This design comes from an exercise in tuning for small area and a short achievable clock period on the open sky130 flow, not from production work. In this exercise RTL edits were held to simulation tests only and were not proved equivalent to the original.

run D:
## regfile_mp
module regfile_mp #(
  parameter int DATA_W   = 32,
  parameter int NREGS    = 16,
  parameter int NWR      = 3,
  parameter int NRD      = 5,
  parameter int PC_W     = 11,
  parameter bit ZERO_R0  = 1'b1,
  parameter bit BYPASS   = 1'b1,
  parameter bit PC_ALIAS = 1'b1,
  localparam int AW      = regfile_pkg::f_aw(NREGS)
) (
  input  logic                  clk,
  input  logic                  rst,
  input  logic [NWR-1:0]        w_en,
  input  logic [NWR*AW-1:0]     w_addr,
  input  logic [NWR*DATA_W-1:0] w_data,
  input  logic [NRD*AW-1:0]     rd_addr,
  output logic [NRD*DATA_W-1:0] rd_data,
  output logic [NRD-1:0]        rd_busy,
  input  logic                  sb_set,
  input  logic [AW-1:0]         sb_addr,
  output logic [NREGS-1:0]      busy,
  input  logic                  load_pc,
  input  logic [1:0]            sel_pc,
  input  logic [PC_W-1:0]       start_pc,
  input  logic [PC_W-1:0]       dp_pc,
  output logic [PC_W-1:0]       pc_out
);
  localparam int NST = NREGS - 2;    
  localparam int PCR = NREGS - 1;    
  logic [DATA_W-1:0] regs [1:NST];
  logic [DATA_W-1:0] nxt  [1:NST];
  logic [NWR-1:0]    wsel [1:NST];
  logic [NST:1]      hold;
  logic              vld;
  logic [PC_W-1:0]   pc_q;
  logic [PC_W-1:0]   pc_d;
  logic [3:0] npl [NWR];
  logic [3:0] nph [NWR];
  logic       nvld;
  for (genvar p = 0; p < NWR; p++) begin : g_pd
    logic [AW-1:0] a, na;
    assign a = w_addr[p*AW +: AW];
    for (genvar b = 0; b < AW; b++) begin : g_inv
      regfile_inv u_i (.a(a[b]), .y(na[b]));
    end
    for (genvar k = 0; k < 4; k++) begin : g_k
      regfile_nand3 u_l (.a(w_en[p]), .b(k[1] ? a[1] : na[1]), .c(k[0] ? a[0] : na[0]),
                         .y(npl[p][k]));
      regfile_nand2 u_h (.a(k[1] ? a[3] : na[3]), .b(k[0] ? a[2] : na[2]), .y(nph[p][k]));
    end
  end
  assign nvld = !vld;
  ...
For scale: roughly 3300 cells after synthesis, ~360 I/O pins.
Settings: LEC_CHECK=0, CAP_MARGIN=20, CELL_PAD_IN_SITES_DETAIL_PLACEMENT=1, CORE_MARGIN=2, CORE_UTILIZATION=35, PLACE_DENSITY=0.45, SETUP_SLACK_MARGIN=4.4, SLEW_MARGIN=20, SYNTH_HIERARCHICAL=1, SYNTH_MINIMUM_KEEP_SIZE=0; clock period 12.0 ns.
standard.sh (not shown) runs the stock make flow with config.mk's settings and CLKGATE_MAP_FILE= SYNTH_SCRIPT=/design/flow/synth_recipe.tcl, a recipe that flattens the netlist after the stock synthesis.
==> flow/flow/run.sh <==
#!/bin/bash
# Layout flow: the standard ORFS flow (standard.sh, all steps), with
#  - flow/downsize.tcl run at the start of floorplan (single-strength
#    a22oi cells where synthesis picked the double-strength ones);
#  - port buffers of sky130_fd_sc_hd__buf_1 (every input and output port
#    still gets its own buffer; timing repair resizes them as needed)
#    instead of the default pick, a delay cell;
#  - a clock tree of clkbuf_8 cells in clusters of at most 10 sinks within
#    100 um, without dummy loads.
# make's output goes to standard.log; each ORFS step writes its own log
# under orfs/logs/.
set -euo pipefail
export PRE_FLOORPLAN_TCL="$PWD/flow/downsize.tcl"
export BUFFER_PORTS_ARGS="-buffer_cell sky130_fd_sc_hd__buf_1"
export CTS_ARGS="-sink_clustering_enable -repair_clock_nets -buf_list {sky130_fd_sc_hd__clkbuf_8} -dont_use_dummy_load -sink_clustering_size 10 -sink_clustering_max_diameter 100"
bash standard.sh > standard.log 2>&1
==> flow/flow/downsize.tcl <==
# PRE_FLOORPLAN hook: synthesis maps the and-or-invert gate module to the
# double-strength a22oi_2; use the single-strength cell of the same
# function and pins instead (timing repair later sizes up where needed).
set n 0
set small [[ord::get_db] findMaster sky130_fd_sc_hd__a22oi_1]
foreach inst [[ord::get_db_block] getInsts] {
  if {[[$inst getMaster] getName] eq "sky130_fd_sc_hd__a22oi_2"} {
    $inst swapMaster $small
    incr n
  }
}
puts "downsize.tcl: a22oi_2 -> a22oi_1 on $n instances"
Looking at the reports, run D completed the entire flow and the layout it produced met the timing, DRC and antenna checks.
--- input diff run D..run M ---
-- flow/config.mk --
<<< run D, line 7
export LEC_CHECK = 0
export CAP_MARGIN = 20
export CELL_PAD_IN_SITES_DETAIL_PLACEMENT = 1
export CORE_MARGIN = 2
export CORE_UTILIZATION = 35
export PLACE_DENSITY = 0.45
export SETUP_SLACK_MARGIN = 4.4
>>> run M, line 7
export LEC_CHECK = 0
export CAP_MARGIN = 20
export CORE_MARGIN = 2
export CORE_UTILIZATION = 30
export PLACE_DENSITY = 0.45
export SETUP_SLACK_MARGIN = 4.4
Findings:
On tap cell count: between run D and run M, it ends up higher for run M.
The area of all placed cells without fillers reported for run M is greater than that of run D by about 0.8%.
As far as clock network area share is concerned, run D and run M perform about the same.

-- static timing again, ports no longer ideal --
The results above use ideal ports. As a check the final layouts listed here were re-extracted and re-timed, cells and wires unchanged. Step 1 assumes that a clkbuf_16 drives the clock port and a buf_2 every other input. Step 2, shift: input delay + t, output delay - t, t = (earliest + latest rising clock arrival at the registers) / 2. This alone moves slack from input paths to output paths. Three values: ideal, step 1, step 2; two values: the first two.
run	shift t [ns]	slack for setup (ns)	worst slew at a driven data input, ns
run D	0.799	4.211 / 4.188 / 4.188	0.12
run M	0.820	4.224 / 4.199 / 4.199	0.19
After both steps setup and hold are still met in every run listed. For run M, which loses most, drivers alone change the setup slack by -0.025 ns; drivers and shift together by -0.025 ns.
